Source: an optimization exercise on an open RTL-to-GDS flow (aim: small area, a short achievable clock period and few clock cycles per item). Production flows keep margins and buffers that such runs may drop.
In this exercise RTL edits were held to simulation tests only and were not proved equivalent to the original.

==> inputs of branch raven <==
==> flow/design.v <==
module md_unit (
  input  logic        clk,
  input  logic        reset,
  input  logic        MD_start,
  input  logic [1:0]  MDop,
  input  logic        MD_mtHI,
  input  logic        MD_mtLO,
  input  logic        MD_Rsel,
  input  logic        usehl_D,
  input  logic [31:0] A,
  input  logic [31:0] B,
  output logic [31:0] rd_data,
  output logic        busy,
  output logic        md_stall,
  output logic [31:0] HI_out,
  output logic [31:0] LO_out
);
  localparam int K  = 8;           
  localparam int NC = 32 / K;      
  localparam int CW = $clog2(NC + 1);
  localparam int AW = $clog2(NC);
  logic [31:0]   hi_q, lo_q, m_q;
  logic [CW-1:0] cnt_q;            
  logic [AW-1:0] al_q;             
  logic          nr_q, nq_q;       
  logic          div_q, sgn_q, nb_q;
  logic [31:0]   hi_d, lo_d, m_d;
  logic [CW-1:0] cnt_d;
  logic [AW-1:0] al_d;
  logic          nr_d, nq_d, div_d, sgn_d, nb_d;
  logic [31:0] hi_o, lo_o, hi_or, lo_or;
  logic        fill;
  always_comb begin
    fill = sgn_q & hi_q[31];
    hi_or[0] = 1'b0;
    lo_or[0] = 1'b0;
    for (int j = 1; j < 32; j++) begin
      hi_or[j] = hi_or[j-1] | hi_q[j-1];
      lo_or[j] = lo_or[j-1] | lo_q[j-1];
    end
    hi_o = hi_q ^ ({32{nr_q}} & hi_or);
    lo_o = lo_q ^ ({32{nq_q}} & lo_or);
    for (int a = 1; a < NC; a++) begin
      if (al_q == AW'(a)) begin
        hi_o = 32'({{32{fill}}, hi_q} >> (K * a));
        lo_o = (lo_q >> (K * a)) | (hi_q << (32 - K * a));
      end
    end
  end
  assign busy     = (cnt_q != '0);
  assign HI_out   = hi_o;
  assign LO_out   = lo_o;
  assign rd_data  = MD_Rsel ? lo_o : hi_o;
  assign md_stall = usehl_D & (MD_start | busy);
  logic          op_sgn, a_neg, b_neg, quick, bzero, swap;
  logic [31:0]   a_or, abs_a, b_mag;
  logic [5:0]    wa, wb;
  logic signed [7:0] nqb;
  logic [CW-1:0] cdiv, cmul, ca, cb;
  always_comb begin
    op_sgn = ~MDop[0];
    a_neg  = op_sgn & A[31];
    b_neg  = op_sgn & B[31];
    a_or[0] = 1'b0;
    for (int j = 1; j < 32; j++) a_or[j] = a_or[j-1] | A[j-1];
    abs_a = A ^ ({32{a_neg}} & a_or);
    b_mag = B ^ {32{b_neg}};           
    bzero = (B == 32'b0);
    wa = '0;
    wb = '0;
    for (int j = 0; j < 32; j++) begin
      if (abs_a[j]) wa = 6'(j + 1);
      if (b_mag[j]) wb = 6'(j + 1);
    end
    nqb   = 8'(wa) - 8'(wb) + 8'd1;
    quick = (nqb <= 0);
    cdiv  = CW'(NC);
    for (int c = NC - 1; c >= 1; c--)
      if (nqb <= K * c) cdiv = CW'(c);
    ca = CW'(NC);
    cb = CW'(NC);
    for (int c = NC - 1; c >= 1; c--) begin
      if (op_sgn ? ((A >> (K * c - 1)) == '0 || (~A >> (K * c - 1)) == '0)
                 : ((A >> (K * c)) == '0)) ca = CW'(c);
      if (op_sgn ? ((B >> (K * c - 1)) == '0 || (~B >> (K * c - 1)) == '0)
                 : ((B >> (K * c)) == '0)) cb = CW'(c);
    end
    swap = (ca < cb);                  
    cmul = swap ? ca : cb;
  end
  logic [31+K:0] xs [0:K];
  logic [K-1:0]  qb, bb;
  logic [31:0]   mm, mlt;
  logic          cdv, csg, clast, y32;
  always_comb begin
    mlt   = swap ? A : B;              
    mm    = busy ? m_q : (swap ? B : A);
    bb    = busy ? lo_q[K-1:0] : mlt[K-1:0];
    cdv   = busy & div_q;
    csg   = busy ? sgn_q : op_sgn;
    clast = busy ? (cnt_q == CW'(1)) : (cmul == CW'(1));
    y32   = cdv | (csg & mm[31]);
    xs[0] = '0;
    if (busy) xs[0] = div_q ? {hi_q, lo_q[31:32-K]} : {{K{sgn_q & hi_q[31]}}, hi_q};
    for (int i = 0; i < K; i++) begin
      logic [32+K:0] xw, yw, sw;
      logic          ci, sub, sel;
      sub = ~cdv & csg & clast & (i == 0);      
      xw  = {1'b0, xs[i]} >> (K - 1 - i);
      yw  = ({{(K+1){y32}}, mm} ^ {(33+K){sub}}) & ({(33+K){1'b1}} >> (K - i));
      ci  = cdv ? ~nb_q : sub;
      sw  = xw + yw + {{(32+K){1'b0}}, ci};
      sel = cdv ? sw[33+i] : bb[K-1-i];
      qb[K-1-i] = sw[33+i];
      xs[i+1] = xs[i];
      if (sel)
        xs[i+1] = (xs[i] & ~({(32+K){1'b1}} << (K - 1 - i))) | (sw[31+K:0] << (K - 1 - i));
    end
  end
  always_comb begin
    hi_d  = hi_q;
    lo_d  = lo_q;
    m_d   = m_q;
    cnt_d = cnt_q;
    al_d  = al_q;
    nr_d  = nr_q;
    nq_d  = nq_q;
    div_d = div_q;
    sgn_d = sgn_q;
    nb_d  = nb_q;
    if (busy) begin
      cnt_d = cnt_q - CW'(1);
      hi_d  = div_q ? xs[K][31:0] : xs[K][31+K:K];
      lo_d  = div_q ? {lo_q[31-K:0], qb} : {xs[K][K-1:0], lo_q[31:K]};
    end else begin
      hi_d = hi_o;
      lo_d = lo_o;
      al_d = '0;
      nr_d = 1'b0;
      nq_d = 1'b0;
      if (MD_start) begin
        if (!MDop[1]) begin
          hi_d  = xs[K][31+K:K];
          lo_d  = {xs[K][K-1:0], mlt[31:K]};
          m_d   = mm;
          cnt_d = cmul - CW'(1);
          al_d  = AW'(NC - cmul);
          div_d = 1'b0;
          sgn_d = op_sgn;
        end else if (!bzero) begin
          div_d = 1'b1;
          sgn_d = 1'b0;
          nb_d  = b_neg;
          m_d   = b_neg ? B : ~B;
          if (quick) begin
            hi_d = A;
            lo_d = 32'b0;
          end else begin
            cnt_d = cdiv;
            nr_d  = a_neg;
            nq_d  = a_neg ^ b_neg;
            hi_d  = 32'b0;
            lo_d  = abs_a;
            for (int c = 1; c < NC; c++) begin
              if (cdiv == CW'(c)) begin
                hi_d = abs_a >> (K * c);
                lo_d = abs_a << (32 - K * c);
              end
            end
          end
        end
      end else begin
        if (MD_mtHI) hi_d = A;
        if (MD_mtLO) lo_d = A;
      end
    end
  end
  always_ff @(posedge clk or posedge reset) begin
    if (reset) begin
      hi_q  <= 32'b0;
      lo_q  <= 32'b0;
      cnt_q <= '0;
      al_q  <= '0;
      nr_q  <= 1'b0;
      nq_q  <= 1'b0;
    end else begin
      hi_q  <= hi_d;
      lo_q  <= lo_d;
      cnt_q <= cnt_d;
      al_q  <= al_d;
      nr_q  <= nr_d;
      nq_q  <= nq_d;
    end
  end
  always_ff @(posedge clk) begin
    m_q   <= m_d;
    div_q <= div_d;
    sgn_q <= sgn_d;
    nb_q  <= nb_d;
  end
endmodule
==> flow/run.sh <==
#!/bin/bash
# synth_recipe.tcl (not shown) runs the flow's synth.tcl, then flattens the netlist and writes it again
# the make line also repeats each setting of config.mk as NAME=value (left out here)
make -C /OpenROAD-flow-scripts/flow DESIGN_CONFIG=/design/flow/config.mk WORK_HOME=/design/flow/orfs CLKGATE_MAP_FILE= SYNTH_SCRIPT=/design/flow/synth_recipe.tcl finish
==> flow/config.mk <==
export PLATFORM = sky130hd
export DESIGN_NAME = md_unit
export DESIGN_NICKNAME = md_unit
export VERILOG_FILES = /design/flow/design.v
export SDC_FILE = /design/flow/constraint.sdc
export NUM_CORES = 4
export LEC_CHECK = 0
export CAP_MARGIN = 20
export CORE_MARGIN = 2
export CORE_UTILIZATION = 40
export SLEW_MARGIN = 20
==> flow/constraint.sdc <==
create_clock -name core_clock -period 90.0 [get_ports {clk}]
set_input_delay 18.0000 -clock core_clock [delete_from_list [all_inputs] [get_ports {clk}]]
set_output_delay 18.0000 -clock core_clock [all_outputs]
set_load 0.01 [all_outputs]
==> branch pepper: changes against branch raven <==
--- a/flow/design.v
+++ b/flow/design.v
@@ -89,18 +89,37 @@
     cmul = swap ? ca : cb;
   end
+  function automatic logic [32+K:0] sk_add(input logic [32+K:0] x, input logic [32+K:0] y,
+                                           input logic ci, input int w);
+    logic [32+K:0] p, g, gg, pp, r;
+    p  = x ^ y;
+    g  = x & y;
+    g[0] = g[0] | (p[0] & ci);
+    gg = g;
+    pp = p;
+    for (int l = 1; l < w; l = l * 2)
+      for (int i = 0; i < w; i++)
+        if ((i / l) % 2 == 1) begin
+          gg[i] = gg[i] | (pp[i] & gg[(i / l) * l - 1]);
+          pp[i] = pp[i] & pp[(i / l) * l - 1];
+        end
+    r = '0;
+    r[0] = p[0] ^ ci;
+    for (int i = 1; i <= 32 + K; i++)
+      if (i < w) r[i] = p[i] ^ gg[i-1];
+      else if (i == w) r[i] = gg[i-1];
+    sk_add = r;
+  endfunction
   logic [31+K:0] xs [0:K];
   logic [K-1:0]  qb, bb;
-  logic [31:0]   mm, mlt;
+  logic [31:0]   mm;
   logic          cdv, csg, clast, y32;
   always_comb begin
-    mlt   = swap ? A : B;              
-    mm    = busy ? m_q : (swap ? B : A);
-    bb    = busy ? lo_q[K-1:0] : mlt[K-1:0];
-    cdv   = busy & div_q;
-    csg   = busy ? sgn_q : op_sgn;
-    clast = busy ? (cnt_q == CW'(1)) : (cmul == CW'(1));
+    mm    = m_q;
+    bb    = lo_q[K-1:0];
+    cdv   = div_q;
+    csg   = sgn_q;
+    clast = (cnt_q == CW'(1));
     y32   = cdv | (csg & mm[31]);
-    xs[0] = '0;
-    if (busy) xs[0] = div_q ? {hi_q, lo_q[31:32-K]} : {{K{sgn_q & hi_q[31]}}, hi_q};
+    xs[0] = div_q ? {hi_q, lo_q[31:32-K]} : {{K{sgn_q & hi_q[31]}}, hi_q};
     for (int i = 0; i < K; i++) begin
       logic [32+K:0] xw, yw, sw;
@@ -110,5 +129,5 @@
       yw  = ({{(K+1){y32}}, mm} ^ {(33+K){sub}}) & ({(33+K){1'b1}} >> (K - i));
       ci  = cdv ? ~nb_q : sub;
-      sw  = xw + yw + {{(32+K){1'b0}}, ci};
+      sw  = sk_add(xw, yw, ci, 33 + i);
       sel = cdv ? sw[33+i] : bb[K-1-i];
       qb[K-1-i] = sw[33+i];
@@ -141,8 +160,8 @@
       if (MD_start) begin
         if (!MDop[1]) begin
-          hi_d  = xs[K][31+K:K];
-          lo_d  = {xs[K][K-1:0], mlt[31:K]};
-          m_d   = mm;
-          cnt_d = cmul - CW'(1);
+          hi_d  = 32'b0;
+          lo_d  = swap ? A : B;
+          m_d   = swap ? B : A;
+          cnt_d = cmul;
           al_d  = AW'(NC - cmul);
           div_d = 1'b0;
ABC_AREA = 1   (was default)
CAP_MARGIN = 5   (was 20)
CORE_UTILIZATION = 50   (was 40)
SLEW_MARGIN = 5   (was 20)
==> branch fjord: changes against branch raven <==
==> flow/design.v, changed modules only <==
module md_unit (
  input  logic        clk,
  input  logic        reset,
  input  logic        MD_start,
  input  logic [1:0]  MDop,
  input  logic        MD_mtHI,
  input  logic        MD_mtLO,
  input  logic        MD_Rsel,
  input  logic        usehl_D,
  input  logic [31:0] A,
  input  logic [31:0] B,
  output logic [31:0] rd_data,
  output logic        busy,
  output logic        md_stall,
  output logic [31:0] HI_out,
  output logic [31:0] LO_out
);
  localparam int K  = 8;           
  localparam int NC = 32 / K;      
  localparam int CW = $clog2(NC + 1);
  localparam int AW = $clog2(NC);
  logic [31:0]   hi_q, lo_q, m_q;
  logic [CW-1:0] cnt_q;            
  logic [AW-1:0] al_q;             
  logic          nr_q, nq_q;       
  logic          div_q, sgn_q, nb_q;
  logic [31:0]   hi_d, lo_d, m_d;
  logic [CW-1:0] cnt_d;
  logic [AW-1:0] al_d;
  logic          nr_d, nq_d, div_d, sgn_d, nb_d;
  logic [31:0] hi_o, lo_o, hi_or, lo_or;
  logic        fill;
  always_comb begin
    fill = sgn_q & hi_q[31];
    hi_or[0] = 1'b0;
    lo_or[0] = 1'b0;
    for (int j = 1; j < 32; j++) begin
      hi_or[j] = hi_or[j-1] | hi_q[j-1];
      lo_or[j] = lo_or[j-1] | lo_q[j-1];
    end
    hi_o = hi_q ^ ({32{nr_q}} & hi_or);
    lo_o = lo_q ^ ({32{nq_q}} & lo_or);
    for (int a = 1; a < NC; a++) begin
      if (al_q == AW'(a)) begin
        hi_o = 32'({{32{fill}}, hi_q} >> (K * a));
        lo_o = (lo_q >> (K * a)) | (hi_q << (32 - K * a));
      end
    end
  end
  assign busy     = (cnt_q != '0);
  assign HI_out   = hi_o;
  assign LO_out   = lo_o;
  assign rd_data  = MD_Rsel ? lo_o : hi_o;
  assign md_stall = usehl_D & (MD_start | busy);
  logic          op_sgn, a_neg, b_neg, quick, bzero, swap;
  logic [31:0]   a_or, abs_a, b_mag;
  logic [5:0]    wa, wb;
  logic signed [7:0] nqb;
  logic [CW-1:0] cdiv, cmul, ca, cb;
  always_comb begin
    op_sgn = ~MDop[0];
    a_neg  = op_sgn & A[31];
    b_neg  = op_sgn & B[31];
    a_or[0] = 1'b0;
    for (int j = 1; j < 32; j++) a_or[j] = a_or[j-1] | A[j-1];
    abs_a = A ^ ({32{a_neg}} & a_or);
    b_mag = B ^ {32{b_neg}};           
    bzero = (B == 32'b0);
    wa = '0;
    wb = '0;
    for (int j = 0; j < 32; j++) begin
      if (abs_a[j]) wa = 6'(j + 1);
      if (b_mag[j]) wb = 6'(j + 1);
    end
    nqb   = 8'(wa) - 8'(wb) + 8'd1;
    quick = (nqb <= 0);
    cdiv  = CW'(NC);
    for (int c = NC - 1; c >= 1; c--)
      if (nqb <= K * c) cdiv = CW'(c);
    ca = CW'(NC);
    cb = CW'(NC);
    for (int c = NC - 1; c >= 1; c--) begin
      if (op_sgn ? ((A >> (K * c - 1)) == '0 || (~A >> (K * c - 1)) == '0)
                 : ((A >> (K * c)) == '0)) ca = CW'(c);
      if (op_sgn ? ((B >> (K * c - 1)) == '0 || (~B >> (K * c - 1)) == '0)
                 : ((B >> (K * c)) == '0)) cb = CW'(c);
    end
    swap = (ca < cb);                  
    cmul = swap ? ca : cb;
  end
  function automatic logic [32+K:0] sk_add(input logic [32+K:0] x, input logic [32+K:0] y,
                                           input logic ci, input int w);
    logic [32+K:0] p, g, gg, pp, r;
    p  = x ^ y;
    g  = x & y;
    g[0] = g[0] | (p[0] & ci);
    gg = g;
    pp = p;
    for (int l = 1; l < w; l = l * 2)
      for (int i = 0; i < w; i++)
        if ((i / l) % 2 == 1) begin
          gg[i] = gg[i] | (pp[i] & gg[(i / l) * l - 1]);
          pp[i] = pp[i] & pp[(i / l) * l - 1];
        end
    r = '0;
    r[0] = p[0] ^ ci;
    for (int i = 1; i <= 32 + K; i++)
      if (i < w) r[i] = p[i] ^ gg[i-1];
      else if (i == w) r[i] = gg[i-1];
    sk_add = r;
  endfunction
  logic [31+K:0] xs [0:K];
  logic [K-1:0]  qb, bb;
  logic [31:0]   mm;
  logic          cdv, csg, clast, y32;
  always_comb begin
    mm    = m_q;
    bb    = lo_q[K-1:0];
    cdv   = div_q;
    csg   = sgn_q;
    clast = (cnt_q == CW'(1));
    y32   = cdv | (csg & mm[31]);
    xs[0] = div_q ? {hi_q, lo_q[31:32-K]} : {{K{sgn_q & hi_q[31]}}, hi_q};
    for (int i = 0; i < K; i++) begin
      logic [32+K:0] xw, yw, sw;
      logic [K-1:0]  tp, tn;
      logic          ci, sub, sel, c33, inc, dec;
      sub = ~cdv & csg & clast & (i == 0);      
      xw  = {1'b0, xs[i]} >> (K - 1 - i);
      xw  = xw & {{K{1'b0}}, {33{1'b1}}};
      yw  = {{K{1'b0}}, {y32, mm} ^ {33{sub}}};
      ci  = cdv ? ~nb_q : sub;
      sw  = sk_add(xw, yw, ci, 33);
      c33 = sw[33];
      sel = cdv ? c33 : bb[K-1-i];
      qb[K-1-i] = c33;
      tp  = (K)'(xs[i] >> (K + 32 - i));
      inc = c33 & ~y32;
      dec = ~c33 & y32;
      tn  = tp;
      for (int k = 0; k < K; k++) if (k < i)
        tn[k] = tp[k] ^ ((inc & ((tp & ((K)'(1) << k) - (K)'(1)) == ((K)'(1) << k) - (K)'(1)))
                       | (dec & ((tp & ((K)'(1) << k) - (K)'(1)) == '0)));
      xs[i+1] = xs[i];
      if (sel) begin
        xs[i+1] = (xs[i] & ~({(32+K){1'b1}} << (K - 1 - i))) | ((31+K+1)'(sw[32:0]) << (K - 1 - i));
        if (i > 0)
          xs[i+1] = (xs[i+1] & ~({(32+K){1'b1}} << (K + 32 - i))) | ((31+K+1)'(tn) << (K + 32 - i));
      end
    end
  end
  logic s_bdiv, s_bmul, s_smul, s_sdiv, s_idle, s_wHI, s_wLO, s_keepHI, s_keepLO;
  logic [NC-1:0] s_norm;
  always_comb begin
    s_bdiv = busy & div_q;
    s_bmul = busy & ~div_q;
    s_idle = ~busy;
    s_smul = s_idle & MD_start & ~MDop[1];
    s_sdiv = s_idle & MD_start & MDop[1] & ~bzero;
    s_wHI    = s_idle & ~MD_start & MD_mtHI;
    s_wLO    = s_idle & ~MD_start & MD_mtLO;
    s_keepHI = s_idle & ~s_smul & ~s_sdiv & ~s_wHI;
    s_keepLO = s_idle & ~s_smul & ~s_sdiv & ~s_wLO;
    for (int c = 1; c <= NC; c++) s_norm[c-1] = s_sdiv & ~quick & (cdiv == CW'(c));
    hi_d = ({32{s_bdiv}} & xs[K][31:0])
         | ({32{s_bmul}} & xs[K][31+K:K])
         | ({32{s_wHI | (s_sdiv & quick)}} & A)
         | ({32{s_keepHI}} & hi_o);
    lo_d = ({32{s_bdiv}} & {lo_q[31-K:0], qb})
         | ({32{s_bmul}} & {xs[K][K-1:0], lo_q[31:K]})
         | ({32{s_wLO | (s_smul & swap)}} & A)
         | ({32{s_smul & ~swap}} & B)
         | ({32{s_keepLO}} & lo_o);
    for (int c = 1; c <= NC; c++) begin
      hi_d = hi_d | ({32{s_norm[c-1]}} & (abs_a >> (K * c)));
      lo_d = lo_d | ({32{s_norm[c-1]}} & (abs_a << (32 - K * c)));
    end
    m_d   = busy ? m_q : (MDop[1] ? (b_neg ? B : ~B) : (swap ? B : A));
    div_d = busy ? div_q : MDop[1];
    sgn_d = busy ? sgn_q : (op_sgn & ~MDop[1]);
    nb_d  = busy ? nb_q : b_neg;
    cnt_d = busy ? cnt_q - CW'(1) : '0;
    al_d  = '0;
    nr_d  = busy & nr_q;
    nq_d  = busy & nq_q;
    if (s_smul) begin
      cnt_d = cmul;
      al_d  = AW'(NC - cmul);
    end
    if (s_sdiv & ~quick) begin
      cnt_d = cdiv;
      nr_d  = a_neg;
      nq_d  = a_neg ^ b_neg;
    end
    if (busy) al_d = al_q;
  end
  always_ff @(posedge clk or posedge reset) begin
    if (reset) begin
      hi_q  <= 32'b0;
      lo_q  <= 32'b0;
      cnt_q <= '0;
      al_q  <= '0;
      nr_q  <= 1'b0;
      nq_q  <= 1'b0;
    end else begin
      hi_q  <= hi_d;
      lo_q  <= lo_d;
      cnt_q <= cnt_d;
      al_q  <= al_d;
      nr_q  <= nr_d;
      nq_q  <= nq_d;
    end
  end
  always_ff @(posedge clk) begin
    m_q   <= m_d;
    div_q <= div_d;
    sgn_q <= sgn_d;
    nb_q  <= nb_d;
  end
endmodule
ABC_AREA = 1   (was default)
CORE_UTILIZATION = 50   (was 40)
==> notes.md <==
DP Wirelength: branch pepper 119,000 um; branch fjord 99,400 um; branch raven 152,000 um
Final period demand of the worst path: branch pepper 38.75 ns; branch fjord 38.40 ns; branch raven 53.49 ns
Outcome: branch pepper timing/DRC/antenna clean; branch fjord timing/DRC/antenna clean; branch raven timing/DRC/antenna clean
Number of nets in the finished design: branch pepper 5,553; branch fjord 5,065; branch raven 5,434
Post-layout util: branch pepper 0.543; branch fjord 0.556; branch raven 0.443
Share of the final layout cell area in multi-input gates: branch pepper 0.741; branch fjord 0.724; branch raven 0.797
Data arrival at the endpoint of the critical path: branch pepper 20.75 ns; branch fjord 20.40 ns; branch raven 53.81 ns
Critical path launch point: branch pepper MD_Rsel; branch fjord MD_Rsel; branch raven A[18]
Signal buffers share of area: branch pepper 0.0664; branch fjord 0.0713; branch raven 0.0668
Fill cell count: branch pepper 6,410; branch fjord 5,654; branch raven 9,231
Wire length of the first global-routing pass: branch pepper 218,000 um; branch fjord 183,000 um; branch raven 276,000 um
Sequential-to-total area share from yosys stat: branch pepper 0.0916; branch fjord 0.104; branch raven 0.0801
Fraction of the mapped netlist area in compound gates: branch pepper 0.219; branch fjord 0.217; branch raven 0.354
Worst hold path cell count: branch pepper 2; branch fjord 1; branch raven 1
Testbench counts of branch raven, summed over its fixed seeds: cycles 6,136, ops 3,200.
Testbench counts of branch pepper, summed over its fixed seeds: cycles 7,691, ops 3,200.
Testbench counts of branch fjord, summed over its fixed seeds: cycles 7,691, ops 3,200.

==> port drivers added, routing unchanged <==
How much do the figures lean on ideal ports? The routed layouts below were timed once more, with nothing changed but the port constraints. Step 1 assumes that a clkbuf_16 drives the clock port and a buf_2 every other input. Step 2, shift: input delay + t, output delay - t, t = (earliest + latest rising clock arrival at the registers) / 2. This alone moves slack from input paths to output paths. a / b / c = ideal / step 1 / step 2; a / b = the first two.
| run | shift t [ns] | setup WS [ns] | slew at the worst register clock pin (ns) |
|---|---|---|---|
| branch raven | 0.463 | 36.509 / 36.544 / 36.081 | 0.10 / 0.10 |
| branch pepper | 0.446 | 51.248 / 51.220 / 51.220 | 0.10 / 0.10 |
| branch fjord | 0.442 | 51.599 / 51.574 / 51.574 | 0.09 / 0.09 |
After both steps every run listed still meets setup and hold. For branch raven, which loses most, drivers alone change the setup slack by +0.035 ns; drivers and shift together by -0.428 ns.
